Background: an optimization exercise with open tools, aiming at small area, a short achievable clock period and few clock cycles per item. Do not read the settings as production practice. Where RTL was checked, it was by simulation tests only, not by an equivalence proof against the original. Function not checked in runs 4 to 6: the RTL went through the layout flow alone. Power figures rest on the tool's default switching activity, not on a simulated workload.

--- flow/config.mk ---
export PLATFORM = sky130hd
export DESIGN_NAME = muldiv_seq
export DESIGN_NICKNAME = muldiv_seq
export VERILOG_FILES = /design/flow/design.v
export SDC_FILE = /design/flow/constraint.sdc
export NUM_CORES = 4
export LEC_CHECK = 0
export ABC_AREA = 1
export CAP_MARGIN = 20
export CORE_MARGIN = 2
export CORE_UTILIZATION = 40
export CTS_BUF_LIST = sky130_fd_sc_hd__clkbuf_4 sky130_fd_sc_hd__clkbuf_8
export PLACE_DENSITY = 0.6
export SLEW_MARGIN = 20
--- flow/constraint.sdc ---
create_clock -name core_clock -period 10.0 [get_ports {clock}]
set_input_delay 2.0000 -clock core_clock [delete_from_list [all_inputs] [get_ports {clock}]]
set_output_delay 2.0000 -clock core_clock [all_outputs]
set_load 0.01 [all_outputs]
--- flow/design.v ---
package muldiv_pkg;
  typedef enum logic [2:0] {
    MD_MUL    = 3'b000,
    MD_MULH   = 3'b001,
    MD_MULHSU = 3'b010,
    MD_MULHU  = 3'b011,
    MD_DIV    = 3'b100,
    MD_DIVU   = 3'b101,
    MD_REM    = 3'b110,
    MD_REMU   = 3'b111
  } md_func_t;
  typedef enum logic [2:0] {
    ST_IDLE = 3'd0,
    ST_MUL  = 3'd1,
    ST_DIV  = 3'd2,
    ST_FIX  = 3'd3,
    ST_DONE = 3'd4
  } md_state_t;
  function automatic logic is_div(input md_func_t f);
    is_div = (f == muldiv_pkg::MD_DIV) || (f == muldiv_pkg::MD_DIVU) || (f == muldiv_pkg::MD_REM) || (f == muldiv_pkg::MD_REMU);
  endfunction
endpackage
module div_iter #(
  parameter int DWIDTH = 32
) (
  input  logic              clock,
  input  logic              reset,
  input  logic              load,
  input  logic [DWIDTH-1:0] dividend,
  input  logic [DWIDTH-1:0] divisor,
  output logic [DWIDTH-1:0] quotient,
  output logic [DWIDTH-1:0] remainder,
  output logic              last
);
  localparam int CW = $clog2(DWIDTH + 1);
  logic [DWIDTH-1:0] r_rem;
  logic [DWIDTH-1:0] r_quo;
  logic [DWIDTH-1:0] r_dvs;
  logic [CW-1:0]     r_cnt;
  logic [DWIDTH:0]   w_shift;
  logic [DWIDTH:0]   w_trial;
  assign w_shift = {r_rem, r_quo[DWIDTH-1]};
  assign w_trial = w_shift - {1'b0, r_dvs};
  always_ff @(posedge clock) begin
    if (reset) begin
      r_rem <= '0;
      r_quo <= '0;
      r_dvs <= '0;
      r_cnt <= '0;
    end else if (load) begin
      r_rem <= '0;
      r_quo <= dividend;
      r_dvs <= divisor;
      r_cnt <= CW'(DWIDTH);
    end else if (r_cnt != '0) begin
      if (!w_trial[DWIDTH]) begin
        r_rem <= w_trial[DWIDTH-1:0];
        r_quo <= {r_quo[DWIDTH-2:0], 1'b1};
      end else begin
        r_rem <= w_shift[DWIDTH-1:0];
        r_quo <= {r_quo[DWIDTH-2:0], 1'b0};
      end
      r_cnt <= r_cnt - CW'(1);
    end
  end
  assign quotient  = r_quo;
  assign remainder = r_rem;
  assign last      = (r_cnt == CW'(1));
endmodule
module muldiv_seq #(
  parameter int DWIDTH    = 32,
  parameter int FRAC_BITS = 29
) (
  input  logic              clock,
  input  logic              reset,
  input  logic              start,
  input  logic              kill,
  input  logic [2:0]        MDFunc,
  input  logic [DWIDTH-1:0] A,
  input  logic [DWIDTH-1:0] B,
  output logic [DWIDTH-1:0] MDOut,
  output logic              busy,
  output logic              done
);
  localparam int W = 50;   
  logic [31:0]  r_a;       
  logic [3:0]   r_ax;      
  logic [31:0]  r_b;       
  logic [2:0]   r_bx;      
  logic [2:0]   r_f;
  logic         r_asg;     
  logic [2:0]   r_ff;      
  logic [1:0]   r_fk;      
  logic         r_fsk;     
  logic         r_fdz;     
  logic         r_fdng;    
  logic         r_fit1, r_fit2;   
  logic [23:0]  r_plo;     
  logic [W-1:0] r_s;       
  logic [W-1:0] r_c;       
  logic         r_cy;      
  logic         r_first;   
  logic [5:0]   r_one, r_two, r_neg;   
  logic [31:0]  r_out;
  logic         r_busy, r_done;
  logic         st_m, st_fin, st_dx, st_di, st_dc;
  logic [4:0]   r_cnt;
  logic [5:0]   r_ca, r_cb;   
  logic         r_fa, r_fb;   
  logic         r_na, r_nb;   
  wire rk  = reset | kill;
  wire acc = start & ~r_busy & ~rk;
  wire        sgn_b = ~r_f[1];
  wire [34:0] ax    = {{3{r_asg}}, r_a};
  wire [34:0] ax2   = {ax[33:0], 1'b0};
  logic [W-1:0] pp [6];
  always_comb begin
    for (int t = 0; t < 6; t++) begin
      logic [34:0] m;
      m     = (({35{r_one[t]}} & ax) | ({35{r_two[t]}} & ax2)) ^ {35{r_neg[t]}};
      pp[t] = {{(W-35){m[34]}}, m} << (2*t);
    end
  end
  wire bfill = sgn_b & r_b[31];
  logic [W-1:0] kconst;
  always_comb begin
    kconst = '0;
    kconst[10] = r_b[11] & ~(r_b[10] & r_b[9]);
    kconst[22] = r_b[23] & ~(r_b[22] & r_b[21]);
  end
  logic [W-1:0] xr [6];
  always_comb begin
    xr[0] = pp[0];
    for (int t = 1; t < 6; t++) xr[t] = pp[t] | ({{(W-1){1'b0}}, r_neg[t-1]} << (2*t-2));
  end
  wire [W-1:0] xs = r_first ? kconst : {{12{r_s[W-1]}}, r_s[W-1:12]};
  wire [W-1:0] xc = r_first ? '0     : {{12{r_c[W-1]}}, r_c[W-1:12]};
  function automatic logic [2*W-1:0] csa(input logic [W-1:0] a, input logic [W-1:0] b,
                                         input logic [W-1:0] c);
    csa = {a ^ b ^ c, (a & b) | (a & c) | (b & c)};
  endfunction
  logic [W-1:0] l1s0, l1c0, l1s1, l1c1, l2s0, l2c0, l2s1, l2c1, l3s, l3c, ts, tc;
  always_comb begin
    logic [2*W-1:0] r;
    r = csa(xr[0], xr[1], xr[2]); l1s0 = r[2*W-1:W]; l1c0 = {r[W-2:0], 1'b0};
    r = csa(xr[3], xr[4], xr[5]); l1s1 = r[2*W-1:W]; l1c1 = {r[W-2:0], 1'b0};
    r = csa(l1s0, l1c0, l1s1);    l2s0 = r[2*W-1:W]; l2c0 = {r[W-2:0], 1'b0};
    r = csa(l1c1, xs, xc);        l2s1 = r[2*W-1:W]; l2c1 = {r[W-2:0], 1'b0};
    r = csa(l2s0, l2c0, l2s1);    l3s  = r[2*W-1:W]; l3c  = {r[W-2:0], 1'b0};
    r = csa(l3s, l3c, l2c1);      ts   = r[2*W-1:W]; tc   = {r[W-2:0], 1'b0};
  end
  wire [12:0] chunk = r_first ? 13'd0 : ({1'b0, r_s[11:0]} + {1'b0, r_c[11:1], r_cy});
  wire [49:0] fin   = r_s[49:0] + {r_c[49:1], r_cy};
  wire        m_last = st_m & (((r_cnt == 5'd0) & r_fit1) | ((r_cnt == 5'd1) & r_fit2) |
                               (r_cnt == 5'd2));
  logic [63:0] prod;
  always_comb begin
    if (r_fk[0])      prod = {{14{fin[49]}}, fin};
    else if (r_fk[1]) prod = {{2{fin[49]}}, fin, r_plo[23:12]};
    else              prod = {fin[39:0], r_plo};
  end
  logic [31:0] mres;
  always_comb begin
    case (r_ff[1:0])
      2'd0:    mres = prod[31:0];
      2'd1:    mres = prod[FRAC_BITS +: 32];
      default: mres = prod[63:32];
    endcase
  end
  wire [12:0] nbits = r_busy ? {r_b[23:12], r_b[11]} : {in_mp[11:0], 1'b0};
  logic [5:0] e_one, e_two, e_neg;
  always_comb begin
    for (int t = 0; t < 6; t++) begin
      logic b2, b1, b0;
      b2 = nbits[2*t+2];
      b1 = nbits[2*t+1];
      b0 = nbits[2*t];
      e_one[t] = b1 ^ b0;
      e_two[t] = (b2 & ~b1 & ~b0) | (~b2 & b1 & b0);
      e_neg[t] = b2 & ~(b1 & b0);    
    end
  end
  function automatic logic [2:0] lz8(input logic [7:0] x);
    casez (x)
      8'b1???????: lz8 = 3'd0;
      8'b01??????: lz8 = 3'd1;
      8'b001?????: lz8 = 3'd2;
      8'b0001????: lz8 = 3'd3;
      8'b00001???: lz8 = 3'd4;
      8'b000001??: lz8 = 3'd5;
      8'b0000001?: lz8 = 3'd6;
      default:     lz8 = 3'd7;
    endcase
  endfunction
  function automatic logic [5:0] clz32(input logic [31:0] x);
    logic z3, z2, z1, z0;
    z3 = (x[31:24] == 8'd0);
    z2 = (x[23:16] == 8'd0);
    z1 = (x[15:8]  == 8'd0);
    z0 = (x[7:0]   == 8'd0);
    if (!z3)      clz32 = {3'b000, lz8(x[31:24])};
    else if (!z2) clz32 = {3'b001, lz8(x[23:16])};
    else if (!z1) clz32 = {3'b010, lz8(x[15:8])};
    else if (!z0) clz32 = {3'b011, lz8(x[7:0])};
    else          clz32 = 6'd32;
  endfunction
  function automatic logic ones_tail(input logic [31:0] x);
    ones_tail = &(x[31:1] | ~x[30:0]);
  endfunction
  wire in_sa = ~MDFunc[0] & A[31];
  wire in_sb = ~MDFunc[0] & B[31];
  wire [31:0] in_ac = A ^ {32{in_sa}};
  wire [31:0] in_bc = B ^ {32{in_sb}};
  wire [31:0] in_am = in_sa ? {in_ac[30:0], 1'b1} : in_ac;
  logic [31:0] in_above;    
  always_comb begin
    in_above[31] = ~in_am[31];
    for (int i = 30; i >= 0; i--) in_above[i] = in_above[i+1] & ~in_am[i];
  end
  wire in_dskip = |(in_bc & in_above);
  wire in_ax    = ~MDFunc[1] & A[31];
  wire in_bx    = ~MDFunc[1] & B[31];
  wire in_afit1 = (A[31:11] == {21{in_ax}});
  wire in_afit2 = (A[31:23] == {9{in_ax}});
  wire in_bfit1 = (B[31:11] == {21{in_bx}});
  wire in_bfit2 = (B[31:23] == {9{in_bx}});
  wire in_swap  = ~MDFunc[2] & (MDFunc[1:0] != 2'd2) &
                  ((in_afit1 & ~in_bfit1) | (in_afit2 & ~in_bfit2));
  wire [31:0] in_mc = in_swap ? B : A;    
  wire [31:0] in_mp = in_swap ? A : B;    
  wire [6:0]  sd      = {1'b0, r_cb} - {1'b0, r_ca} - {6'd0, r_fb} + {6'd0, r_fa};
  wire        dz      = r_cb[5] & ~r_nb;
  wire        dx_skip = st_dx & (sd[6] | dz);
  wire [31:0] ua      = r_na ? -r_a : r_a;
  wire [34:0] bx      = {{3{r_nb}}, r_b};
  wire [34:0] pbx     = (bx ^ {35{r_nb}}) + {34'd0, r_nb};        
  wire [34:0] dalign  = {pbx[33:0], 1'b0} << {sd[4:1], 1'b0};     
  wire [35:0] rem = {r_ax, r_a};
  wire        s0  = r_ax[3];
  wire [35:0] d0  = {1'b0, r_bx, r_b};
  wire [35:0] d1  = {2'b00, r_bx, r_b[31:1]};
  wire [35:0] g0  = d0 ^ {36{~s0}};           
  wire [35:0] tX  = rem + g0 + {35'd0, ~s0};
  wire [35:0] ua0 = rem ^ g0 ^ ~d1;
  wire [35:0] va0 = {((rem & g0) | (rem & ~d1) | (g0 & ~d1)), ~s0};
  wire [35:0] tYa = ua0 + va0 + 36'd1;        
  wire [35:0] ub0 = rem ^ g0 ^ d1;
  wire [35:0] vb0 = {((rem & g0) | (rem & d1) | (g0 & d1)), ~s0};
  wire [35:0] tYb = ub0 + vb0;                
  wire        q1  = ~tX[35];
  wire [35:0] tY  = q1 ? tYa : tYb;
  wire        q2  = ~tY[35];
  wire        di_last = st_di & (r_cnt == 5'd0);
  wire        isrem = r_ff[1];
  wire        dng   = r_f[1] ? r_na : (r_na ^ r_nb);
  wire [31:0] dsel  = (isrem & ~r_fsk) ? r_a : r_c[31:0];
  wire [31:0] dneg  = (dsel ^ {32{r_fdng}}) + {31'd0, r_fdng};
  wire [31:0] dres  = (r_fdz & ~isrem) ? 32'hFFFF_FFFF : dneg;
  wire dc_next  = di_last & r_f[1] & tY[35];    
  wire fin_next = m_last | dx_skip | (di_last & ~dc_next) | st_dc;
  wire m_acc    = acc & ~MDFunc[2];
  wire m_cont   = st_m & ~m_last;
  wire m_next   = m_acc | m_cont;
  wire in_fit1  = in_swap ? in_afit1 : in_bfit1;
  wire m_stay   = m_acc ? ~in_fit1 : (m_cont & ~(((r_cnt == 5'd0) & r_fit2) | (r_cnt == 5'd1)));
  wire dx_next  = acc & MDFunc[2];
  wire di_next  = (st_dx & ~dx_skip) | (st_di & ~di_last);
  wire di_free  = ~r_f[1] & ((st_dx & (sd[4:1] == 4'd0)) | (st_di & (r_cnt == 5'd1)));
  always_ff @(posedge clock) begin
    if (rk) begin
      st_m   <= 1'b0;
      st_dx  <= 1'b0;
      st_di  <= 1'b0;
      st_dc  <= 1'b0;
      st_fin <= 1'b0;
      r_busy <= 1'b0;
      r_done <= 1'b0;
    end else begin
      st_m   <= m_next;
      st_dx  <= dx_next;
      st_di  <= di_next;
      st_dc  <= dc_next;
      st_fin <= fin_next;
      r_busy <= m_stay | (dx_next & ~in_dskip) | (di_next & ~di_free) | dc_next;
      r_done <= st_fin;
    end
  end
  always_ff @(posedge clock) begin
    if (!r_busy) begin
      r_a  <= in_mc;
      r_b  <= in_mp;
      r_f  <= MDFunc;
      r_asg <= ~(MDFunc[1] & MDFunc[0]) & in_mc[31];
      r_fit1 <= in_fit1;
      r_fit2 <= in_swap ? in_afit2 : in_bfit2;
      r_ca <= in_sa ? clz32(~A) : clz32(A);
      r_cb <= in_sb ? clz32(~B) : clz32(B);
      r_fa <= in_sa & ones_tail(A);
      r_fb <= in_sb & ones_tail(B);
      r_na <= in_sa;
      r_nb <= in_sb;
    end else if (st_m) begin
      r_b <= {{12{bfill}}, r_b[31:12]};
    end else if (st_dx) begin
      r_a  <= ua;
      r_ax <= 4'd0;
      {r_bx, r_b} <= dalign;
    end else if (st_di) begin
      {r_ax, r_a} <= tY;
      if (!di_last) {r_bx, r_b} <= {2'b00, r_bx, r_b[31:2]};
    end else if (st_dc) begin
      {r_ax, r_a} <= tYa;                      
    end
    r_first <= ~r_busy;
    r_one   <= e_one;
    r_two   <= e_two;
    r_neg   <= e_neg;
    r_s <= ts;
    if (st_di)      r_c <= {r_c[W-3:0], q1, q2};
    else if (st_dx) r_c <= (dx_skip & r_f[1]) ? {{(W-32){1'b0}}, r_a} : '0;
    else            r_c <= tc;
    if (st_m) begin
      r_cy  <= chunk[12];
      r_plo <= {chunk[11:0], r_plo[23:12]};
    end
    if (fin_next) begin
      r_ff   <= r_f;
      r_fsk  <= st_dx;
      r_fdz  <= dz;
      r_fdng <= dng & ~st_dx;
      r_fk <= {r_cnt == 5'd1, r_cnt == 5'd0};
    end
    if (!r_busy)     r_cnt <= 5'd0;
    else if (st_m)   r_cnt <= r_cnt + 5'd1;
    else if (st_dx)  r_cnt <= {1'b0, sd[4:1]};
    else if (st_di)  r_cnt <= r_cnt - 5'd1;
    r_out <= r_ff[2] ? dres : mres;
  end
  assign MDOut = r_out;
  assign busy  = r_busy;
  assign done  = r_done;
endmodule
--- flow/flow/run.sh ---
#!/bin/bash
# Standard ORFS layout, with timing repair aimed at a tighter target than the
# 10 ns constraint (the constraint itself is unchanged) and strong port buffers.
set -euo pipefail
bash standard.sh finish \
  "SETUP_SLACK_MARGIN=6.3" \
  "TNS_END_PERCENT=5" \
  "BUFFER_PORTS_ARGS=-buffer_cell sky130_fd_sc_hd__buf_4" \
  > standard_flow.log 2>&1
--- flow/standard.sh ---
#!/bin/bash
# synth_recipe.tcl (not shown) runs the flow's synth.tcl, then flattens the netlist and writes it again
# the make line also repeats each setting of config.mk as NAME=value (left out here)
make -C /OpenROAD-flow-scripts/flow DESIGN_CONFIG=/design/flow/config.mk WORK_HOME=/design/flow/orfs CLKGATE_MAP_FILE= SYNTH_SCRIPT=/design/flow/synth_recipe.tcl "${@:-finish}"
==> flow_metrics.tcl, run 1 <==
set metrics [dict create \
    antenna_found_initial 10 \
    setup_violations 0 \
    hp-class "reg2reg" \
    postSynth.asyncResetShare_pct 0 \
    drive_above_1_share_pct 14.5 \
    core-area_sq_um 98000 \
    ys.flop_type "dfxtp_1" \
    portBuffers 104 \
    grtUsageTotal_pct 35.3 \
    start_util_pct 40.1 \
    gp_congestion 1.02 \
    cts_hold_buffers 0 \
    synth_cell_type_count 73 \
    placed_area_sq_um 41200 \
    cap_violations 0 \
    post-place-cells 6638 \
    fp.dieW_microns 318 \
    ir_drop_v 0.000149 \
    status "timing/DRC/antenna clean" \
    synthCells 5445 \
    slew_violations 0 \
    clkSlewWorstSetupHoldPaths_ps 60 \
    pwr_density_cell_nw_per_um2 276 \
    ys_seq_elements 285 \
    tightest_slew_ps 1250 \
    routedWlPerCell_microns 26.8 \
    areaGrowthSynthToFinish_pct 16.7 \
    synth_area_per_cell_sq_um 7.22 \
    timing.final.crit_share_pct 42.4 \
    cts_tree "yes" \
    dr.pass1.iters 8 \
    power_mw 12.7 \
    fin_setup_tns_ps 0 \
    dieHeight_microns 318 \
    clock.fmax_mhz 236 \
    clock_skew_ps 32.5 \
    worstPathRequired_ps 10310 \
    cts_root_buffer "clkbuf_8" \
    p_leak_nw 20.5 \
    drt-initial-drc-count 4660 \
    num_rows 115 \
    layout_min_cycle_time_ps 4240 \
    drc 0 \
    crit_type "in2reg" \
    ys_seq_area_share_pct 17.7 \
    cp_max_fo 10 \
    cts_buffers 55 \
    nets 6133 \
    grt_pass1_vias 39646 \
    die_area_sq_um 101000 \
    synth_nets 6019 \
    grt_max_degree 62 \
    clk_latency_ps 710 \
    viasPerCell 5.90 \
    wl_microns 185000 \
    num_vias 40679 \
    rsz0062_at_grt "yes" \
    dp_hpwl_microns 141000 \
    grt_pass1_wl_microns 266000 \
    ys_warn_count 3 \
    max_slew_margin_pct 16.0 \
    detail-route-antenna-nets 0 \
    ios 105 \
    hold_depth 2 \
    clockBufferDepth 3 \
    htreeDepth 2 \
    r2r_cells 17 \
    hold_violations 0 \
    fin_area_sq_um 45900 \
    grt-ovfl-total 0 \
    synth-edff-count 126 \
    whs_ps 410 \
    worstSetupStartpointType "input port" \
    crit_arrival_ps 4550 \
    finalNonFillerCells 6898 \
    synth_area_sq_um 39300 \
    cp-end-kind "flip-flop" \
    cts.sink_count 285 \
]
## per-layer routing
layer	wire, microns	global-route usage [%]	up-vias	share of wire (%)
li1	-	-	18349	-
met1	69000	42.3	19503	37
met2	84400	58.0	2186	46
met3	16300	6.59	631	8.8
met4	15000	23.1	10	8.1
met5	64	0	-	0.035
## timing repair
action | in CTS | in global routing
resized for setup | 311 | 178
setup buffers | 93 | 45
endpoints found under the setup margin | 228 | 225
pin swaps | 64 | 52
cloned | 8 | 5
## cell usage in the layout (no fill, tap or decap), drive strengths merged, types with 126 or more instances in the layout
cell / n
a21oi: 343
buf: 313
o22ai: 214
edfxtp: 126
fa: 305
ha: 198
o21ai: 417
dfxtp: 159
inv: 833
nor2: 448
nand2: 866
nand3: 180
xor2: 379
## stage by stage
stage | worst slack [ps] | util (%)
after floorplan | 5860 | -
after global placement | 4530 | 42.1
after detailed placement | 4580 | 42.1
after CTS | 5780 | 45.5
after global routing | 5750 | 46.8
final | 5760 | 46.8
## power breakdown
| part | internal (mW) | switching (mW) |
|---|---|---|
| logic | 3.55 | 5.91 |
| registers | 1.62 | 0.307 |
| clock network | 0.720 | 0.575 |
## layout make-up
cell class	instances	area, sq um
multi-input combinational	4020	29800
clock inverter	13	121
timing repair buffer	322	2850
tap	1287	1610
fill	9930	52100
inverter	872	3400
timing repair inverter	3	21.3
antenna	9	22.5
sequential	285	6980
clock buffer	87	1060
## flip-flops by register name, indices dropped and copies added, names as in the netlist, 24 cells and up
register / flops
r_out: 32
r_a: 32
r_b: 32
r_plo: 24
r_c: 50
r_s: 46
## logic make-up (layout without fill, tap and decap cells)
family          after synthesis  in the layout  synth area share, %
flops                       285            285                 17.7
mux                           7              7                0.181
simple gates               1697           1697                 18.2
fa+ha+maj                   503            503                 21.8
xor+xnor                    471            471                 10.6
other cells                   0              9                    0
buf+inv                    1140           1297                 11.1
compound gates             1342           1342                 20.4
## critical path: stages
cell	delay [ps]
buf_4	190
inv_1	200
nor4_1	470
nand2_1	330
nor2_1	250
nand2_1	100
o31ai_1	1000
## synth_stat cells, drive strengths merged, types with 49 or more instances
cell type	n	share of area, %
nor3	71	1.0
edfxtp	126	9.6
xnor2	92	2.0
clkbuf	181	1.7
a21oi	343	4.4
ha	198	6.3
inv	850	8.1
nor2	448	4.3
o211ai	73	1.4
nand4	49	0.81
nand3	180	2.3
nand2	866	8.3
o21ai	417	5.3
dfxtp	159	8.1
o22ai	214	3.4
xor2	379	8.5
buf	87	1.0
fa	305	16
## worst paths after layout
check / from / to / slack [ps]
hold reg to reg: st_fin / r_done / 410
setup / recovery: B[27] / r_cb[5] / 5760
setup reg to reg: r_ax[3] / r_a[25] / 5830
hold / removal: st_fin / r_done / 410
Testbench counts, summed over its fixed seeds: cycles 8,442, ops 3,200.
==> inputs of run 2 (changes only) <==
==> flow/flow/run.sh (replaced) <==
#!/bin/bash
# Standard ORFS layout, with timing repair aimed at a tighter target than the
# 10 ns constraint (the constraint itself is unchanged) and strong port buffers.
set -euo pipefail
bash standard.sh finish \
  "SETUP_SLACK_MARGIN=6.4" \
  "TNS_END_PERCENT=5" \
  "BUFFER_PORTS_ARGS=-buffer_cell sky130_fd_sc_hd__buf_4" \
  > standard_flow.log 2>&1
==> run 2 against run 1 <==
Critical path depth grew 10. Clock-buffer cell count is the same. First-iteration DRC count shrank 2.4%. Final cell count is essentially flat. Via count is essentially flat. Largest cell class unchanged.
==> flow_metrics.tcl, run 2 <==
set metrics [dict create \
    status "timing/DRC/antenna clean" \
    hold_start "st_fin" \
    whs_endpoint "r_done" \
    synth_fa_ha_area_share_pct 21.8 \
    routedWlPerCell_microns 26.8 \
    reg2reg_slack_ps 5850 \
    synth-xor-area-share_pct 10.6 \
    cp_max_fo 9 \
    synth_area_leaders "fa_1 (16%), edfxtp_1 (9.6%), xor2_1 (8.3%), nand2_1 (8.2%), dfxtp_1 (8.1%)" \
    multi_input_area_sq_um 29900 \
    detail-route-antenna-nets 0 \
    grt_pass1_vias 39646 \
    regArea_sq_um 6980 \
    rsz0062_at_grt "yes" \
    clockBufferDepth 3 \
    viasPerCell 5.90 \
    regMostFlops "r_c" \
    finalWorstSetupSlack_ps 5800 \
    r2r-end "r_a[25]" \
    dr.pass1.iters 6 \
    muxShareOfSynthArea_pct 0.181 \
    rr_startpoint "r_ax[3]" \
    fp.dieW_microns 318 \
    synth_top_area_share_pct 15.5 \
    dp_hpwl_microns 141000 \
    reg.largest.list "r_c (50), r_s (46)" \
    synth_common_cells "nand2_1 (862), inv_1 (841), nor2_1 (442), o21ai_0 (403), xor2_1 (375)" \
    cts_root_buffer "clkbuf_8" \
    path_buf_inv 5 \
    dieHeight_microns 318 \
    layout_common_cells "nand2_1 (823), inv_1 (804), nor2_1 (414)" \
    crit_arrival_ps 4830 \
    hold_depth 2 \
    synth_nets 6019 \
    max_slew_margin_pct 23.1 \
    synth.most_common_cell "nand2_1" \
    core-area_sq_um 98000 \
    hp-class "reg2reg" \
    cts_tree "yes" \
    ys_seq_elements 285 \
    power_mw 12.7 \
    nets 6133 \
    ios 105 \
    timing.final.crit_share_pct 42.0 \
    crit_path_cell_trace "buf_4 -> nor2_4 -> inv_1 -> nor2_2 -> nand2_2 -> o21ai_1 -> nand2_1 -> or4_4 -> nand3_4 -> buf_16 -> buf_4 -> a21oi_1 -> o21ai_1 -> o21ai_0 -> inv_1 -> nand3_1 -> nand2_1" \
    wl_microns 185000 \
    antenna_found_initial 10 \
    clock.fmax_mhz 238 \
    cts.sink_count 285 \
    worstSetupStartpointType "input port" \
    portBuffers 104 \
    r2r_cells 17 \
    startpoint "B[30]" \
    grt-ovfl-total 0 \
    layout_commonest_cell "nand2_1" \
    grtUsageTotal_pct 35.3 \
    cp-end-kind "flip-flop" \
    start_util_pct 40.1 \
    ys_seq_area_share_pct 17.7 \
    gp_congestion 1.02 \
    fin_setup_tns_ps 0 \
    synth_cell_type_count 73 \
    cap_violations 0 \
    placed_area_sq_um 41200 \
    crit_type "in2reg" \
    worstPathRequired_ps 10630 \
    die_area_sq_um 101000 \
    synthCells 5445 \
    layout_min_cycle_time_ps 4200 \
    areaGrowthSynthToFinish_pct 16.7 \
    p_leak_nw 20.5 \
    postSynth.asyncResetShare_pct 0 \
    slew_violations 0 \
    drive_above_1_share_pct 14.5 \
    largest_reg_flops 50 \
    cp_slowest_stage_delay_ps 580 \
    synth_compound_area_share_pct 20.4 \
    tightest_slew_ps 1140 \
    pwr_density_cell_nw_per_um2 276 \
    post-place-ws_ps 4580 \
    grt_pass1_wl_microns 266000 \
    ys_warn_count 3 \
    synth_area_per_cell_sq_um 7.22 \
    drt-initial-drc-count 4547 \
    setup_violations 0 \
    synth_area_sq_um 39300 \
    fin_area_sq_um 45900 \
    final.fill_count 9923 \
    clk_latency_ps 710 \
    crit_family "simple AND/OR/NAND/NOR gates" \
    yosysTopAreaCell "fa_1" \
    synth_top_family_by_area "adder cells" \
    grt_max_degree 62 \
    yosys.area_share.simple_pct 18.2 \
    synth-edff-count 126 \
    slowest_stage "or4_4" \
    clkSlewWorstSetupHoldPaths_ps 60 \
    num_rows 115 \
    htreeDepth 2 \
    num_vias 40718 \
    hold_violations 0 \
    cts_buffers 55 \
    ys.flop_type "dfxtp_1" \
    clock_skew_ps 34.4 \
    drc 0 \
    ir_drop_v 0.000149 \
]
-- run 2: routing by layer --
| layer | routed length (microns) | share of wire (%) | global-route usage, % |
|---|---|---|---|
| met1 | 69400 | 38 | 42.3 |
| met2 | 84300 | 46 | 58.0 |
| met3 | 15800 | 8.6 | 6.59 |
| met4 | 15000 | 8.1 | 23.1 |
| met5 | 24 | 0.013 | 0 |
-- run 2: stage by stage --
step           hold slack (ps)  util [%]  cells
5_1_grt                    435      46.9   6891
3_3_place_gp               403      42.1   6638
6_report                   410      46.9   6896
2_1_floorplan              394         -   5445
3_5_place_dp               406      42.1   6638
4_1_cts                    416      45.5   6839
-- run 2: how the worst max path moves through the flow --
| stage | end | cells past startpoint |
|---|---|---|
| floorplan | r_one[2] | 14 |
| global placement | r_one[3] | 14 |
| detailed placement | r_one[3] | 14 |
| CTS | r_c[45] | 9 |
| global route | r_a[25] | 17 |
| finish | r_two[5] | 17 |
-- run 2: what timing repair did --
| action | 4_1_cts | 5_1_grt |
|---|---|---|
| buffers inserted | 93 | 45 |
| pin swaps | 64 | 52 |
| gates resized for setup | 311 | 185 |
| cloned | 8 | 5 |
| endpoints found under the setup margin | 232 | 234 |
| hold endpoints to repair | 0 | 0 |
| hold buffers | 0 | 0 |
-- run 2: cell families after synthesis --
| kind of cell | after synthesis |
|---|---|
| simple gates | 1697 |
| compound gates | 1342 |
| buf+inv | 1140 |
| fa+ha+maj | 503 |
| xor+xnor | 471 |
| flops | 285 |
| mux | 7 |
-- run 2: layout make-up --
type | instances | share of cell area [%]
Sequential cell | 285 | 15.2
Clock inverter | 13 | 0.264
Timing Repair inverter | 3 | 0.0463
Antenna cell | 7 | 0.0381
Clock buffer | 87 | 2.31
Multi-Input combinational cell | 4020 | 65.0
Tap cell | 1287 | 3.51
Inverter | 872 | 7.42
Timing Repair Buffer | 322 | 6.21
-- run 2: worst reg2reg max path, cell delays in order, from the launching register on --
cell and delay [ps]:
edfxtp_1 440, buf_4 200, clkbuf_16 220, xor2_4 210, fa_1 620, inv_1 100, ha_4 310, nand2_1 110
nor2_4 170, nand2_2 110, o211ai_1 310, a21oi_2 90, o21ai_2 200, a21oi_2 100, o21ai_0 230, o211ai_1 240
nand3_1 170, nand2_1 50
-- run 2: report_power, final --
part           switching (mW)  internal (mW)  total (mW)
clock network           0.576          0.720        1.30
registers               0.306           1.62        1.92
logic                    5.91           3.55        9.46
total                    6.79           5.89        12.7
==> inputs of run 3 (changes only) <==
==> flow/flow/run.sh (replaced) <==
#!/bin/bash
# Standard ORFS layout, with timing repair aimed at a tighter target than the
# 10 ns constraint (the constraint itself is unchanged) and strong port buffers.
set -euo pipefail
bash standard.sh finish \
  "SETUP_SLACK_MARGIN=6.5" \
  "TNS_END_PERCENT=3" \
  "BUFFER_PORTS_ARGS=-buffer_cell sky130_fd_sc_hd__buf_4" \
  > standard_flow.log 2>&1
==> run 3 against run 2 <==
Setup slack worse by 53 ps. Sequential cell count stayed put. Still clean on timing, DRC and antenna. Final area shrank 1.2%. Utilization down 0.56 points. Critical endpoint is now r_a[11]. Sequential share of layout area rose by 0.18 points. Register-to-register slack got worse by 100 ps. Combinational power shrank 0.8%.
==> flow_metrics.tcl, run 3 <==
set metrics [dict create \
    cts_tree "yes" \
    max_slew_margin_pct 30.0 \
    regArea_sq_um 6980 \
    grt_max_degree 65 \
    regMostFlops "r_c" \
    grt-ovfl-total 0 \
    postSynth.asyncResetShare_pct 0 \
    antenna_found_initial 10 \
    portBuffers 104 \
    setup_violations 0 \
    cts_hold_buffers 0 \
    clk_latency_ps 710 \
    slowest_stage "a21oi_1" \
    post-place-cells 6639 \
    finalNonFillerCells 6866 \
    clockBufferDepth 3 \
    drt-initial-drc-count 4539 \
    synth_common_cells "nand2_1 (862), inv_1 (841), nor2_1 (442), o21ai_0 (403), xor2_1 (375)" \
    grt_pass1_wl_microns 260000 \
    cp_max_fo 11 \
    synth_top_area_share_pct 15.5 \
    power_frac_clock_pct 11.7 \
    die_area_sq_um 101000 \
    path_buf_inv 3 \
    detail-route-antenna-nets 0 \
    largest_reg_flops 50 \
    cap_violations 0 \
    nets 6101 \
    cts.sink_count 285 \
    synth_area_leaders "fa_1 (16%), edfxtp_1 (9.6%), xor2_1 (8.3%), nand2_1 (8.2%), dfxtp_1 (8.1%)" \
    layout_commonest_cell "nand2_1" \
    clock_skew_ps 49.6 \
    cts_buffers 57 \
    reg.largest.list "r_c (50), r_s (46)" \
    start_util_pct 40.1 \
    ir_drop_v 0.000131 \
    htreeDepth 2 \
    viasPerCell 5.92 \
    ios 105 \
    wl_microns 180000 \
    drive_above_1_share_pct 12.8 \
    clkSlewWorstSetupHoldPaths_ps 70 \
    share_seq_of_total_power_pct 15.1 \
    clock.fmax_mhz 235 \
    grtUsageTotal_pct 34.3 \
    yosysTopAreaCell "fa_1" \
    worstPathRequired_ps 10560 \
    gp_congestion 1.04 \
    synth_nets 6019 \
    crit_family "simple AND/OR/NAND/NOR gates" \
    cts_root_buffer "clkbuf_8" \
    hold_violations 0 \
    ys_warn_count 3 \
    core-area_sq_um 98000 \
    worstSetupStartpointType "input port" \
    pwr_density_cell_nw_per_um2 282 \
    p_leak_nw 20.3 \
    dieHeight_microns 318 \
    p_sw_mw 6.75 \
    crit_path_cell_trace "buf_4 -> inv_1 -> nor2_4 -> nor2_1 -> nor3_2 -> a21boi_0 -> nand4_1 -> nand2_1 -> nand3_4 -> buf_4 -> a21oi_1 -> o21ai_1 -> nand2_1" \
    routedWlPerCell_microns 26.3 \
    synth_cell_type_count 73 \
    final.fill_count 9989 \
    synth_area_per_cell_sq_um 7.22 \
    tightest_slew_ps 1050 \
    swShare_pct 52.7 \
    ys.flop_type "dfxtp_1" \
    cp-end-kind "flip-flop" \
    synth-edff-count 126 \
    p_int_mw 6.06 \
    timing.final.crit_share_pct 42.6 \
    cp_slowest_stage_delay_ps 510 \
    ys_seq_area_share_pct 17.7 \
    slew_violations 0 \
    hp-class "reg2reg" \
    grt_pass1_vias 39650 \
    rsz0062_at_grt "yes" \
    areaGrowthSynthToFinish_pct 15.4 \
    crit_type "in2reg" \
    fp.dieW_microns 318 \
    drc 0 \
    num_rows 115 \
    synth.most_common_cell "nand2_1" \
    crit_arrival_ps 4820 \
    dr.pass1.iters 9 \
    synth_area_sq_um 39300 \
    p_comb_share_pct 73.2 \
    layout_min_cycle_time_ps 4260 \
    ys_seq_elements 285 \
    num_vias 40671 \
    layout_common_cells "nand2_1 (833), inv_1 (814), nor2_1 (420)" \
    synthCells 5445 \
    fin_setup_tns_ps 0 \
    dp_hpwl_microns 139000 \
    status "timing/DRC/antenna clean" \
    multi_input_area_sq_um 29400 \
]
run 3: cell counts after synthesis:
Identical to the previous run, type by type.
run 3: kinds of logic (layout without fill, tap and decap cells):
kind of cell,Yosys count,after routing,synth area share (%)
AOI/OAI and AO/OA,1342,1342,20.4
adders and majority gates,503,503,21.8
other,0,6,0
xor gates and xnor gates,471,471,10.6
DFF,285,285,17.7
buffers and inverters,1140,1267,11.1
and+or+nand+nor,1697,1698,18.2
muxes,7,7,0.181
run 3: power groups by stage:
| stage | logic, mW | clock network [mW] | registers, mW |
|---|---|---|---|
| final | 9.38 | 1.50 | 1.93 |
| after floorplan | 5.97 | 0 | 1.81 |
| after detailed placement | 8.69 | 0 | 1.94 |
| after CTS | 9.00 | 1.51 | 1.92 |
| after global routing | 10.4 | 1.55 | 1.95 |
| after global placement | 8.56 | 0 | 1.94 |
run 3: timing repair:
action / 4_1_cts / 5_1_grt
pin swaps: 43 / 65
gates cloned: 6 / 7
buffers inserted: 56 / 47
gates resized for setup: 208 / 167
endpoints found under the setup margin: 231 / 235
hold endpoints to repair: 0 / 0
run 3: layer usage:
layer  up-vias  track usage, %  routed length (microns)
met2      2299            55.6                    81100
met3       683            5.94                    16100
met1     19393            41.7                    67600
met4         4            23.5                    15700
met5         -               0                       27
li1      18292               -                        -
run 3: cell type report:
class	instances	area share, %
diodes	6	0.0331
multi-input cells	4021	64.9
clock buffers	84	2.33
clock inverters	21	0.742
repair buffers	289	5.62
repair inverters	1	0.0165
inverters	872	7.46
well taps	1287	3.55
flip-flops and latches	285	15.4
run 3: stage by stage:
step | worst slack (ps) | power [mW] | cell area (sq um) | hold WS (ps) | util, %
2_1_floorplan | 5860 | 7.77 | 39500 | 394 | -
3_3_place_gp | 4540 | 10.5 | 41200 | 404 | 42.1
3_5_place_dp | 4540 | 10.6 | 41300 | 404 | 42.1
4_1_cts | 5840 | 12.4 | 44100 | 413 | 45.0
5_1_grt | 5630 | 13.9 | 45400 | 424 | 46.3
6_report | 5740 | 12.8 | 45400 | 412 | 46.3
run 3: tightest hold or removal path: stages, from the launching register on:
cell	delay, ps
dfxtp_1	290
inv_1	40
nor2_1	40
run 3: path summary, 6_finish.rpt:
kind / startpoint / to / slack [ps] / cells after the start
min: st_fin / r_done / 410 / 2
max: A[31] / r_a[11] / 5740 / 13
min reg2reg: st_fin / r_done / 410 / 2
max reg2reg: r_ax[3] / r_a[23] / 5750 / 24
==> inputs of run 4 (changes only) <==
--- a/flow/design.v
+++ b/flow/design.v
@@ -85,6 +85,7 @@
   localparam int W = 50;   
   logic [31:0]  r_a;       
   logic [3:0]   r_ax;      
+  logic         r_ns0;     
   logic [31:0]  r_b;       
   logic [2:0]   r_bx;      
   logic [2:0]   r_f;
@@ -167,19 +168,24 @@
       default: mres = prod[63:32];
     endcase
   end
-  wire [12:0] nbits = r_busy ? {r_b[23:12], r_b[11]} : {in_mp[11:0], 1'b0};
-  logic [5:0] e_one, e_two, e_neg;
-  always_comb begin
+  function automatic logic [17:0] booth6(input logic [12:0] nb);
     for (int t = 0; t < 6; t++) begin
       logic b2, b1, b0;
-      b2 = nbits[2*t+2];
-      b1 = nbits[2*t+1];
-      b0 = nbits[2*t];
-      e_one[t] = b1 ^ b0;
-      e_two[t] = (b2 & ~b1 & ~b0) | (~b2 & b1 & b0);
-      e_neg[t] = b2 & ~(b1 & b0);    
+      b2 = nb[2*t+2];
+      b1 = nb[2*t+1];
+      b0 = nb[2*t];
+      booth6[t]      = b1 ^ b0;
+      booth6[6 + t]  = (b2 & ~b1 & ~b0) | (~b2 & b1 & b0);
+      booth6[12 + t] = b2 & ~(b1 & b0);
     end
-  end
+  endfunction
+  wire [17:0] enc_r = booth6({r_b[23:12], r_b[11]});
+  wire [17:0] enc_a = booth6({A[11:0], 1'b0});
+  wire [17:0] enc_b = booth6({B[11:0], 1'b0});
+  wire [17:0] enc   = r_busy ? enc_r : (in_swap ? enc_a : enc_b);
+  wire [5:0]  e_one = enc[5:0];
+  wire [5:0]  e_two = enc[11:6];
+  wire [5:0]  e_neg = enc[17:12];
   function automatic logic [2:0] lz8(input logic [7:0] x);
     casez (x)
       8'b1???????: lz8 = 3'd0;
@@ -236,16 +242,16 @@
   wire [34:0] pbx     = (bx ^ {35{r_nb}}) + {34'd0, r_nb};        
   wire [34:0] dalign  = {pbx[33:0], 1'b0} << {sd[4:1], 1'b0};     
   wire [35:0] rem = {r_ax, r_a};
-  wire        s0  = r_ax[3];
+  wire        ns0 = r_ns0;                    
   wire [35:0] d0  = {1'b0, r_bx, r_b};
   wire [35:0] d1  = {2'b00, r_bx, r_b[31:1]};
-  wire [35:0] g0  = d0 ^ {36{~s0}};           
-  wire [35:0] tX  = rem + g0 + {35'd0, ~s0};
+  wire [35:0] g0  = d0 ^ {36{ns0}};           
+  wire [35:0] tX  = rem + g0 + {35'd0, ns0};
   wire [35:0] ua0 = rem ^ g0 ^ ~d1;
-  wire [35:0] va0 = {((rem & g0) | (rem & ~d1) | (g0 & ~d1)), ~s0};
+  wire [35:0] va0 = {((rem & g0) | (rem & ~d1) | (g0 & ~d1)), ns0};
   wire [35:0] tYa = ua0 + va0 + 36'd1;        
   wire [35:0] ub0 = rem ^ g0 ^ d1;
-  wire [35:0] vb0 = {((rem & g0) | (rem & d1) | (g0 & d1)), ~s0};
+  wire [35:0] vb0 = {((rem & g0) | (rem & d1) | (g0 & d1)), ns0};
   wire [35:0] tYb = ub0 + vb0;                
   wire        q1  = ~tX[35];
   wire [35:0] tY  = q1 ? tYa : tYb;
@@ -311,6 +317,12 @@
     end else if (st_dc) begin
       {r_ax, r_a} <= tYa;                      
     end
+    if (!r_busy)      r_ns0 <= ~r_ax[3];
+    else if (st_m)    r_ns0 <= ~r_ax[3];
+    else if (st_dx)   r_ns0 <= 1'b1;
+    else if (st_di)   r_ns0 <= ~tY[35];
+    else if (st_dc)   r_ns0 <= ~tYa[35];
+    else              r_ns0 <= ~r_ax[3];
     r_first <= ~r_busy;
     r_one   <= e_one;
     r_two   <= e_two;
==> flow/flow/run.sh (replaced) <==
#!/bin/bash
# Standard ORFS layout, with timing repair aimed at a tighter target than the
# 10 ns constraint (the constraint itself is unchanged) and strong port buffers.
set -euo pipefail
bash standard.sh finish \
  "SETUP_SLACK_MARGIN=6.4" \
  "TNS_END_PERCENT=5" \
  "BUFFER_PORTS_ARGS=-buffer_cell sky130_fd_sc_hd__buf_4" \
  > standard_flow.log 2>&1
--- a/flow/config.mk
+++ b/flow/config.mk
@@ -9,6 +9,5 @@
 export CAP_MARGIN = 20
 export CORE_MARGIN = 2
 export CORE_UTILIZATION = 40
-export CTS_BUF_LIST = sky130_fd_sc_hd__clkbuf_4 sky130_fd_sc_hd__clkbuf_8
 export PLACE_DENSITY = 0.6
 export SLEW_MARGIN = 20
==> run 4 against run 3 <==
Clock power is essentially flat. Combinational power up 5.0%. Sequential power down 3%. Utilization increased by 2.3 points. Via count increased by 6.5%. Synthesized cell count is 3.0% higher. Register-to-register slack gained 160 ps. Critical path depth down 1. Sequential cell count up 1. Clock-buffer cell count is 24 lower. Final area is 7.1% higher.
==> flow_metrics.tcl, run 4 <==
set metrics [dict create \
    cp-endpoint "r_a[14]" \
    worstSetupStartpointType "input port" \
    layout_min_cycle_time_ps 4090 \
    core-area_sq_um 99900 \
    r2r_cells 22 \
    detail-route-antenna-nets 0 \
    layout_common_cells "nand2_1 (845), inv_1 (817), nor2_1 (431)" \
    p_leak_nw 21.6 \
    gp_congestion 1.12 \
    finalWorstSetupSlack_ps 5910 \
    die_area_sq_um 103000 \
    routedWlPerCell_microns 27.4 \
    synth-edff-count 126 \
    hold_start "st_fin" \
    ys_seq_area_share_pct 17.4 \
    cp_max_fo 20 \
    synth.most_common_cell "nand2_1" \
    cts_root_buffer "clkbuf_16" \
    hold_depth 2 \
    status "timing/DRC/antenna clean" \
    fin_setup_tns_ps 0 \
    crit_arrival_ps 4430 \
    clkSlewWorstSetupHoldPaths_ps 60 \
    portBuffers 104 \
    viasPerCell 6.07 \
    regMostFlops "r_c" \
    synth_nets 6214 \
    num_vias 43306 \
    setup_violations 0 \
    pwr_density_cell_nw_per_um2 272 \
    synth_area_leaders "fa_1 (15%), edfxtp_1 (9.4%), nand2_1 (8.3%), inv_1 (8.0%), dfxtp_1 (8.0%)" \
    synth_area_per_cell_sq_um 7.16 \
    areaGrowthSynthToFinish_pct 21.0 \
    cts_hold_buffers 0 \
    synth_top_area_share_pct 15.2 \
    tightest_slew_ps 1060 \
    clockBufferDepth 3 \
    postSynth.asyncResetShare_pct 0 \
    grt-ovfl-total 0 \
    dieHeight_microns 321 \
    hold_violations 0 \
    drive_above_1_share_pct 16.3 \
    nets 6407 \
    drt-initial-drc-count 5126 \
    drc 0 \
    dp_hpwl_microns 148000 \
    clock.fmax_mhz 244 \
    cts_tree "yes" \
    htreeDepth 2 \
    worstPathRequired_ps 10340 \
    largest_reg_flops 50 \
    reg2reg_slack_ps 5910 \
    synth_common_cells "nand2_1 (885), inv_1 (858), nor2_1 (474), o21ai_0 (444), a21oi_1 (356)" \
    layout_commonest_cell "nand2_1" \
    fp.dieW_microns 321 \
    grt_pass1_vias 41955 \
    ys.flop_type "dfxtp_1" \
    reg.largest.list "r_c (50), r_s (46)" \
    dr.pass1.iters 9 \
    post-place-ws_ps 4230 \
    num_rows 116 \
    synth_cell_type_count 70 \
    timing.final.crit_share_pct 40.9 \
    final.fill_count 9976 \
    cap_violations 0 \
    synthCells 5610 \
    slew_violations 0 \
    start_util_pct 40.2 \
    grt_max_degree 60 \
    antenna_found_initial 7 \
    max_slew_margin_pct 29.1 \
    cts.sink_count 286 \
    cts_buffers 42 \
    yosysTopAreaCell "fa_1" \
    wl_microns 196000 \
    rr_startpoint "r_ns0" \
    r2r-end "r_a[27]" \
    ir_drop_v 0.000161 \
    ios 105 \
    rsz0062_at_grt "yes" \
    hp-class "reg2reg" \
    crit_type "in2reg" \
    ys_warn_count 3 \
    grtUsageTotal_pct 36.8 \
    startpoint "A[12]" \
    clock_skew_ps 33.3 \
    clk_latency_ps 610 \
    ys_seq_elements 286 \
    synth_area_sq_um 40200 \
    cp-end-kind "flip-flop" \
    grt_pass1_wl_microns 281000 \
]
run 4: cell count changes after synthesis, moves of 14 or more:
| cell | change |
|---|---|
| o21ai_0 | +41 |
| nor2_1 | +32 |
| ha_1 | +30 |
| xor2_1 | -24 |
| nand2_1 | +23 |
| o31ai_1 | -21 |
| xnor2_1 | +21 |
| a21oi_1 | +17 |
| inv_1 | +17 |
| nand4_1 | +14 |
run 4: power by group:
group,switching [mW],total (mW),internal [mW]
logic,6.20,9.85,3.65
clock network,0.617,1.50,0.881
registers,0.278,1.88,1.61
total,7.10,13.2,6.14
run 4: final cells by class:
cell class	instances	area (sq um)	share of cell area (%)
Tap cell	1298	1620	3.34
Timing Repair inverter	1	7.51	0.0155
Multi-Input combinational cell	4164	31200	64.2
Sequential cell	286	7000	14.4
Timing Repair Buffer	411	3830	7.89
Inverter	897	3590	7.39
Clock inverter	15	158	0.325
Antenna cell	1	2.50	0.00515
Clock buffer	60	1190	2.45
run 4: worst min-delay path by stage:
stage          slack, ps  endpoint
5_1_grt              430    r_done
4_1_cts              420    r_done
6_report             420    r_done
3_3_place_gp         400    r_done
3_5_place_dp         410    r_done
2_1_floorplan        390    r_done
run 4: kinds of logic after synthesis:
group                    Yosys count  share of synthesized area, %
AO/OA/AOI/OAI                   1396                          20.6
XOR/XNOR                         465                          10.2
adder cells (fa/ha/maj)          533                          22.3
buffers and inverters           1164                          11.0
flip-flops                       286                          17.4
multiplexers                       5                         0.128
AND/OR/NAND/NOR                 1761                          18.3
run 4: per-stage QoR:
step           total power [mW]  hold WS [ps]  cell area, sq um  util (%)  std cells
2_1_floorplan              7.58           394             40400         -       5610
3_3_place_gp               10.5           400             42200      42.3       6825
3_5_place_dp               10.6           410             42200      42.3       6826
4_1_cts                    12.7           416             47000      47.0       7047
5_1_grt                    14.2           433             48600      48.6       7132
6_report                   13.2           416             48600      48.7       7133
run 4: per-layer routing:
layer / routed length [microns] / global-route usage [%] / share of wire (%) / vias to the layer above
met5: 34 / 0 / 0.017 / -
met4: 19400 / 28.1 / 9.9 / 6
met3: 18300 / 7.33 / 9.4 / 854
li1: - / - / - / 19051
met1: 70800 / 43.4 / 36 / 20682
met2: 87200 / 59.0 / 45 / 2713
run 4: critical path: stages:
cell and delay (ps):
buf_4 140, inv_1 200, nand2_1 140, nor3_2 280
nand3_1 130, a21oi_2 170, nand2_1 110, nand2_4 100
buf_4 140, nand3_2 370, o21ai_0 520, nand2_1 100
run 4: timing repair:
action / 4_1_cts / 5_1_grt
setup endpoints to repair: 238 / 234
resized for setup: 457 / 193
pin swaps: 60 / 79
cloned: 15 / 10
buffers inserted: 131 / 75
==> inputs of run 5 (changes only) <==
==> flow/flow/run.sh (replaced) <==
#!/bin/bash
# Standard ORFS layout, with timing repair aimed at a tighter target than the
# 10 ns constraint (the constraint itself is unchanged) and strong port buffers.
set -euo pipefail
bash standard.sh finish \
  "SETUP_SLACK_MARGIN=6.6" \
  "TNS_END_PERCENT=10" \
  "BUFFER_PORTS_ARGS=-buffer_cell sky130_fd_sc_hd__buf_4" \
  > standard_flow.log 2>&1
==> run 5 against run 4 <==
Die area unchanged. Critical path type is now reg2reg. Setup slack worse by 17 ps. First-iteration DRC count down 0.37%. Clock power about the same. Global-route usage down 0.33 points. Largest cell class unchanged. Final cell count up 0.63%. Sequential power about the same. Largest power group unchanged.
==> flow_metrics.tcl, run 5 <==
set metrics [dict create \
    hold_violations 0 \
    synth_nets 6214 \
    htreeDepth 2 \
    p_int_mw 6.21 \
    synth_area_sq_um 40200 \
    reg2reg_slack_ps 5890 \
    cp_slowest_stage_delay_ps 430 \
    dr.pass1.iters 8 \
    max_slew_margin_pct 28.3 \
    grt-ovfl-total 0 \
    drive_above_1_share_pct 17.7 \
    crit_type "reg2reg" \
    rsz0062_at_grt "yes" \
    crit_path_cell_trace "buf_12 -> buf_12 -> buf_16 -> xnor2_4 -> inv_1 -> ha_4 -> nand2_1 -> nor4b_2 -> nand2_2 -> nand2_4 -> nand2_2 -> nand2_2 -> a21o_1 -> xnor2_1 -> buf_4 -> nand2_8 -> buf_12 -> buf_12 -> o21ai_0 -> nand2_1 -> nand2_1 -> nand2_1" \
    p_comb_share_pct 74.6 \
    cp.depth 22 \
    grt_pass1_vias 42138 \
    gp_congestion 1.05 \
    share_seq_of_total_power_pct 14.2 \
    regMostFlops "r_c" \
    post-place-ws_ps 4630 \
    fin_setup_tns_ps 0 \
    power_frac_clock_pct 11.2 \
    synth_top_area_share_pct 15.2 \
    clock.fmax_mhz 243 \
    setup_violations 0 \
    grtUsageTotal_pct 36.5 \
    crit_arrival_ps 4440 \
    ys.flop_type "dfxtp_1" \
    antenna_found_initial 4 \
    postSynth.asyncResetShare_pct 0 \
    worstSetupStartpointType "flip-flop" \
    start_util_pct 40.2 \
    cts_root_buffer "clkbuf_16" \
    die_area_sq_um 103000 \
    synth.most_common_cell "nand2_1" \
    cts.sink_count 286 \
    nets 6452 \
    reg.largest.list "r_c (50), r_s (46)" \
    regArea_sq_um 7000 \
    grt_max_degree 65 \
    slew_violations 0 \
    swShare_pct 53.4 \
    p_sw_mw 7.10 \
    crit_family "simple AND/OR/NAND/NOR gates" \
    num_vias 43426 \
    clkSlewWorstSetupHoldPaths_ps 60 \
    dieHeight_microns 321 \
    whs_ps 407 \
    layout_min_cycle_time_ps 4110 \
    clk_latency_ps 600 \
    fp.dieW_microns 321 \
    portBuffers 104 \
    status "timing/DRC/antenna clean" \
    tightest_slew_ps 1080 \
    fin_area_sq_um 49300 \
    clock_skew_ps 26.2 \
    drc 0 \
    fin_util_pct 49.4 \
    placed_area_sq_um 42200 \
    synth-edff-count 126 \
    startpoint "r_ns0" \
    synth_area_per_cell_sq_um 7.16 \
    ys_seq_area_share_pct 17.4 \
    post-place-cells 6823 \
    viasPerCell 6.05 \
    ios 105 \
    detail-route-antenna-nets 0 \
    ys_warn_count 3 \
    areaGrowthSynthToFinish_pct 22.9 \
    synth_common_cells "nand2_1 (885), inv_1 (858), nor2_1 (474), o21ai_0 (444), a21oi_1 (356)" \
    ir_drop_v 0.000128 \
    dp_hpwl_microns 147000 \
    timing.final.crit_share_pct 41.1 \
    power_mw 13.3 \
    ys_seq_elements 286 \
    layout_common_cells "nand2_1 (840), inv_1 (818), nor2_1 (429)" \
    hp-class "reg2reg" \
    synth_area_leaders "fa_1 (15%), edfxtp_1 (9.4%), nand2_1 (8.3%), inv_1 (8.0%), dfxtp_1 (8.0%)" \
    finalWorstSetupSlack_ps 5890 \
    cap_violations 0 \
    cp-endpoint "r_a[16]" \
    cts_buffers 40 \
    synthCells 5610 \
    rr_startpoint "r_ns0" \
    largest_reg_flops 50 \
    worstPathRequired_ps 10330 \
    synth_cell_type_count 70 \
    multi_input_area_sq_um 31500 \
    r2r-end "r_a[16]" \
    grt_pass1_wl_microns 280000 \
    yosysTopAreaCell "fa_1" \
    num_rows 116 \
    final.fill_count 9848 \
    finalNonFillerCells 7178 \
    r2r_cells 22 \
    pwr_density_cell_nw_per_um2 270 \
    path_buf_inv 7 \
    routedWlPerCell_microns 27.2 \
    wl_microns 196000 \
    core-area_sq_um 99900 \
    drt-initial-drc-count 5107 \
    p_leak_nw 21.9 \
    clockBufferDepth 3 \
    cts_tree "yes" \
    cp_max_fo 8 \
    slowest_stage "o21ai_0" \
    cp-end-kind "flip-flop" \
    layout_commonest_cell "nand2_1" \
]
[run 5: cell counts after synthesis]
Identical to the previous run, type by type.
[run 5: power groups by stage]
stage / clock [mW] / combinational, mW / sequential [mW]
2_1_floorplan: 0 / 5.79 / 1.79
3_3_place_gp: 0 / 8.50 / 1.92
3_5_place_dp: 0 / 8.57 / 1.92
4_1_cts: 1.49 / 9.19 / 1.88
5_1_grt: 1.53 / 10.8 / 1.90
6_report: 1.49 / 9.93 / 1.89
[run 5: final cells by class]
type | instances | area share (%)
Timing Repair Buffer | 459 | 8.70
Tap cell | 1298 | 3.29
Multi-Input combinational cell | 4161 | 63.8
Clock buffer | 53 | 2.32
Antenna cell | 1 | 0.00507
Sequential cell | 286 | 14.2
Timing Repair inverter | 3 | 0.0431
Clock inverter | 20 | 0.375
Inverter | 897 | 7.26
[run 5: tightest hold or removal path: stages, from the launching register on]
cell     delay (ps)
dfxtp_1         300
inv_1            40
nor2_1           30
[run 5: repair_timing]
item,4_1_cts,5_1_grt
buffers inserted,174,80
cloned,12,14
pin swaps,83,111
setup endpoints to repair,240,240
hold buffers,0,0
resized for setup,445,261
[run 5: per-layer routing]
layer,global-route usage [%],wire [microns],up-vias
li1,-,-,19143
met2,60.3,89400,2628
met3,6.77,17300,854
met4,28.4,19900,6
met1,41.7,69000,20795
met5,0,31,-
[run 5: cells by family (layout without fill, tap and decap cells)]
group | after synthesis | in the layout | share of synthesized area [%]
adders and majority gates | 533 | 533 | 22.3
DFF | 286 | 286 | 17.4
other | 0 | 1 | 0
muxes | 5 | 5 | 0.128
AOI/OAI and AO/OA | 1396 | 1396 | 20.6
and+or+nand+nor | 1761 | 1762 | 18.3
xor gates and xnor gates | 465 | 465 | 10.2
buffers and inverters | 1164 | 1432 | 11.0
[run 5: how the worst min path moves through the flow]
| stage | startpoint | slack (ps) | cells after the start | end |
|---|---|---|---|---|
| 2_1_floorplan | st_fin | 390 | 2 | r_done |
| 3_3_place_gp | st_fin | 410 | 2 | r_done |
| 3_5_place_dp | st_fin | 400 | 2 | r_done |
| 4_1_cts | st_fin | 410 | 2 | r_done |
| 5_1_grt | st_fin | 440 | 2 | r_done |
| 6_report | st_fin | 410 | 2 | r_done |
==> inputs of run 6 (changes only) <==
--- a/flow/design.v
+++ b/flow/design.v
@@ -230,8 +230,7 @@
   wire in_afit2 = (A[31:23] == {9{in_ax}});
   wire in_bfit1 = (B[31:11] == {21{in_bx}});
   wire in_bfit2 = (B[31:23] == {9{in_bx}});
-  wire in_swap  = ~MDFunc[2] & (MDFunc[1:0] != 2'd2) &
-                  ((in_afit1 & ~in_bfit1) | (in_afit2 & ~in_bfit2));
+  wire in_swap  = ~MDFunc[2] & (MDFunc[1:0] != 2'd2) & in_afit2 & ~in_bfit2;
   wire [31:0] in_mc = in_swap ? B : A;    
   wire [31:0] in_mp = in_swap ? A : B;    
   wire [6:0]  sd      = {1'b0, r_cb} - {1'b0, r_ca} - {6'd0, r_fb} + {6'd0, r_fa};
==> flow/flow/run.sh (replaced) <==
#!/bin/bash
# Standard ORFS layout, with timing repair aimed at a tighter target than the
# 10 ns constraint (the constraint itself is unchanged) and strong port buffers.
set -euo pipefail
bash standard.sh finish \
  "SETUP_SLACK_MARGIN=6.4" \
  "TNS_END_PERCENT=5" \
  "BUFFER_PORTS_ARGS=-buffer_cell sky130_fd_sc_hd__buf_4" \
  > standard_flow.log 2>&1
==> run 6 against run 5 <==
Synthesized area increased by 1.2%. Setup slack got worse by 88 ps. Global-route usage decreased by 1.5 points. Hold slack improved by 12 ps. Sequential cell count unchanged. Via count decreased by 1.2%. Critical path type unchanged. Clock power decreased by 7%. Critical endpoint is now r_a[24]. Clock-buffer cell count decreased by 6.
==> flow_metrics.tcl, run 6 <==
set metrics [dict create \
    status "timing/DRC/antenna clean" \
    yosys.area_share.simple_pct 19.7 \
    synth-edff-count 126 \
    worstSetupStartpointType "flip-flop" \
    postSynth.asyncResetShare_pct 0 \
    muxShareOfSynthArea_pct 0.126 \
    dieHeight_microns 323 \
    path_buf_inv 3 \
    p_leak_nw 21.1 \
    max_slew_margin_pct 28.1 \
    cts_tree "yes" \
    synth_cell_type_count 83 \
    slew_violations 0 \
    grt_max_degree 69 \
    layout_commonest_cell "nand2_1" \
    crit_path_cell_trace "buf_6 -> nand2_2 -> nand2_2 -> fa_1 -> inv_1 -> ha_2 -> inv_2 -> fa_2 -> nand3_2 -> nand2_4 -> a21oi_4 -> o21ai_2 -> a21boi_2 -> o21bai_2 -> a21oi_2 -> o21bai_4 -> a21oi_4 -> o21bai_1 -> xor2_1 -> o21ai_2 -> nand3_1" \
    synth.most_common_cell "nand2_1" \
    synth_nets 6292 \
    cp-endpoint "r_a[24]" \
    slowest_stage "edfxtp_1" \
    fin_area_sq_um 47100 \
    clock.fmax_mhz 238 \
    clock_skew_ps 27.1 \
    rsz0062_at_grt "yes" \
    drc 0 \
    pwr_density_cell_nw_per_um2 290 \
    worstPathRequired_ps 10310 \
    drt-initial-drc-count 5301 \
    synth-xor-area-share_pct 10.3 \
    timing.final.crit_share_pct 42.0 \
    dr.pass1.iters 6 \
    synth_area_per_cell_sq_um 7.15 \
    synth_area_sq_um 40600 \
    ys.flop_type "dfxtp_1" \
    cp.depth 21 \
    fin_setup_tns_ps 0 \
    num_rows 116 \
    final.fill_count 10309 \
    crit_arrival_ps 4510 \
    core-area_sq_um 100000 \
    clk_latency_ps 610 \
    grt_pass1_wl_microns 271000 \
    die_area_sq_um 104000 \
    drive_above_1_share_pct 12.9 \
    synthCells 5688 \
    power_mw 13.7 \
    crit_type "reg2reg" \
    cts_buffers 36 \
    crit_family "compound AO/OA/AOI/OAI gates" \
    clockBufferDepth 3 \
    ys_seq_area_share_pct 17.2 \
    clkSlewWorstSetupHoldPaths_ps 60 \
    ys_seq_elements 286 \
    ios 105 \
    synth_fa_ha_area_share_pct 22.0 \
    routedWlPerCell_microns 25.7 \
    portBuffers 104 \
    largest_reg_flops 50 \
    layout_common_cells "nand2_1 (921), inv_1 (856), nor2_1 (419)" \
    ir_drop_v 0.000175 \
    regMostFlops "r_c" \
    wl_microns 185000 \
    htreeDepth 2 \
    areaGrowthSynthToFinish_pct 15.8 \
    fp.dieW_microns 323 \
    cts.sink_count 286 \
    startpoint "r_b[0]" \
    synth_compound_area_share_pct 19.4 \
    synth_top_area_share_pct 15.0 \
    cts_root_buffer "clkbuf_16" \
    cap_violations 0 \
    reg2reg_slack_ps 5800 \
    dp_hpwl_microns 141000 \
    layout_min_cycle_time_ps 4200 \
    detail-route-antenna-nets 0 \
    finalNonFillerCells 7186 \
    setup_violations 0 \
    ys_warn_count 3 \
    synth_common_cells "nand2_1 (944), inv_1 (881), nor2_1 (445), o21ai_0 (348), a21oi_1 (343)" \
    synth_area_leaders "fa_1 (15%), edfxtp_1 (9.3%), nand2_1 (8.7%), inv_1 (8.1%), dfxtp_1 (7.9%)" \
    cp-end-kind "flip-flop" \
    grtUsageTotal_pct 34.9 \
    cts_hold_buffers 0 \
    whs_ps 420 \
    num_vias 42906 \
    yosysTopAreaCell "fa_1" \
    viasPerCell 5.97 \
    r2r-end "r_a[24]" \
    antenna_found_initial 5 \
    hold_violations 0 \
    post-place-cells 6941 \
    start_util_pct 40.5 \
    rr_startpoint "r_b[0]" \
    grt-ovfl-total 0 \
    cp_slowest_stage_delay_ps 540 \
    placed_area_sq_um 42600 \
    gp_congestion 1.07 \
    hp-class "reg2reg" \
    grt_pass1_vias 41442 \
    synth_top_family_by_area "adder cells" \
    cp_max_fo 3 \
    tightest_slew_ps 1080 \
    nets 6402 \
    reg.largest.list "r_c (50), r_s (46)" \
    r2r_cells 21 \
]
## run 6: changes by cell type in the layout (fill, tap and decap cells not counted), moves of 15 or more
| cell | delta |
|---|---|
| buf_4 | -89 |
| nand2_1 | +81 |
| nand3_1 | +52 |
| inv_1 | +38 |
| o21ai_0 | -38 |
| a21oi_1 | +32 |
| a21oi_2 | -28 |
| ha_1 | +28 |
| o21ai_1 | +22 |
| xnor2_1 | +21 |
| ha_4 | -20 |
| nand2_2 | -16 |
| a21oi_4 | -15 |
## run 6: cell type report
class | instances | area (sq um) | share of cell area [%]
Multi-Input combinational cell | 4210 | 30500 | 64.9
Tap cell | 1357 | 1700 | 3.61
Timing Repair Buffer | 339 | 2950 | 6.27
Clock inverter | 19 | 145 | 0.308
Clock buffer | 47 | 1060 | 2.25
Inverter | 925 | 3650 | 7.76
Sequential cell | 286 | 7000 | 14.9
Antenna cell | 3 | 7.51 | 0.0160
## run 6: cell families (layout without fill, tap and decap cells)
logic type / after synthesis / after routing
other: 0 / 3
xor gates and xnor gates: 471 / 471
adders and majority gates: 533 / 533
DFF: 286 / 286
and+or+nand+nor: 1870 / 1874
buffers and inverters: 1196 / 1330
muxes: 5 / 5
AOI/OAI and AO/OA: 1327 / 1327
## run 6: metrics by stage
stage	util, %	setup slack (ps)
floorplan	-	6000
global placement	42.4	4600
detailed placement	42.5	4520
CTS	46.2	5930
global route	46.8	5710
finish	46.8	5800
## run 6: worst min path at each step
stage | endpoint | depth (start not counted) | start | slack [ps]
finish | r_ff[0] | 0 | r_f[0] | 420
global route | r_ff[2] | 0 | r_f[2] | 440
CTS | r_ff[0] | 0 | r_f[0] | 420
detailed placement | r_ff[0] | 0 | r_f[0] | 410
global placement | r_ff[2] | 0 | r_f[2] | 400
floorplan | r_done | 2 | st_fin | 390
## run 6: timing repair
| action | CTS | global route |
|---|---|---|
| pin swaps | 44 | 37 |
| gates resized for setup | 283 | 86 |
| cloned | 9 | 2 |
| endpoints found under the setup margin | 227 | 231 |
| setup buffers | 130 | 35 |
## run 6: metal layers
metal	global-route usage [%]	wire [microns]	vias to the layer above
met5	0	25	-
met4	24.2	15900	4
met3	7.57	19300	757
met2	55.1	81200	2808
met1	42.4	68600	20261
li1	-	-	19076
## run 6: power breakdown
group          internal (mW)  switching [mW]  leakage [nW]  total (mW)
clock                  0.781           0.613         0.601        1.39
sequential              1.64           0.277          2.64        1.92
combinational           3.87            6.47          17.9        10.3
total                   6.29            7.36          21.1        13.7

-- what the ideal ports hide --
Ports are ideal in the flow. The routed layouts listed here were re-timed in OpenROAD. Step 1 assumes that a clkbuf_16 drives the clock port and a buf_2 every other input. Step 2 times the ports against the registers' clock, not the clock port: input delays grow and output delays shrink by t, the midpoint of the rising clock arrivals with the driver on. Three values: ideal, step 1, step 2; two values: the first two.
| run | t (ns) | setup WS [ns] | hold WS [ns] | latest minus earliest clock arrival (ns) |
|---|---|---|---|---|
| run 1 | 0.766 | 5.757 / 5.799 / 5.033 | 0.410 / 0.410 / 0.410 | 0.033 / 0.033 |
| run 2 | 0.762 | 5.795 / 5.844 / 5.083 | 0.410 / 0.410 / 0.410 | 0.035 / 0.035 |
| run 3 | 0.749 | 5.742 / 5.750 / 5.033 | 0.412 / 0.412 / 0.412 | 0.049 / 0.050 |
| run 4 | 0.669 | 5.907 / 5.912 / 5.268 | 0.416 / 0.416 / 0.416 | 0.033 / 0.033 |
| run 5 | 0.669 | 5.890 / 5.890 / 5.381 | 0.407 / 0.407 / 0.407 | 0.026 / 0.026 |
| run 6 | 0.660 | 5.802 / 5.802 / 5.381 | 0.420 / 0.420 / 0.420 | 0.028 / 0.028 |
After both steps setup and hold are still met in every run listed. For run 1, which loses most, drivers alone change the setup slack by +0.042 ns; drivers and shift together by -0.724 ns.
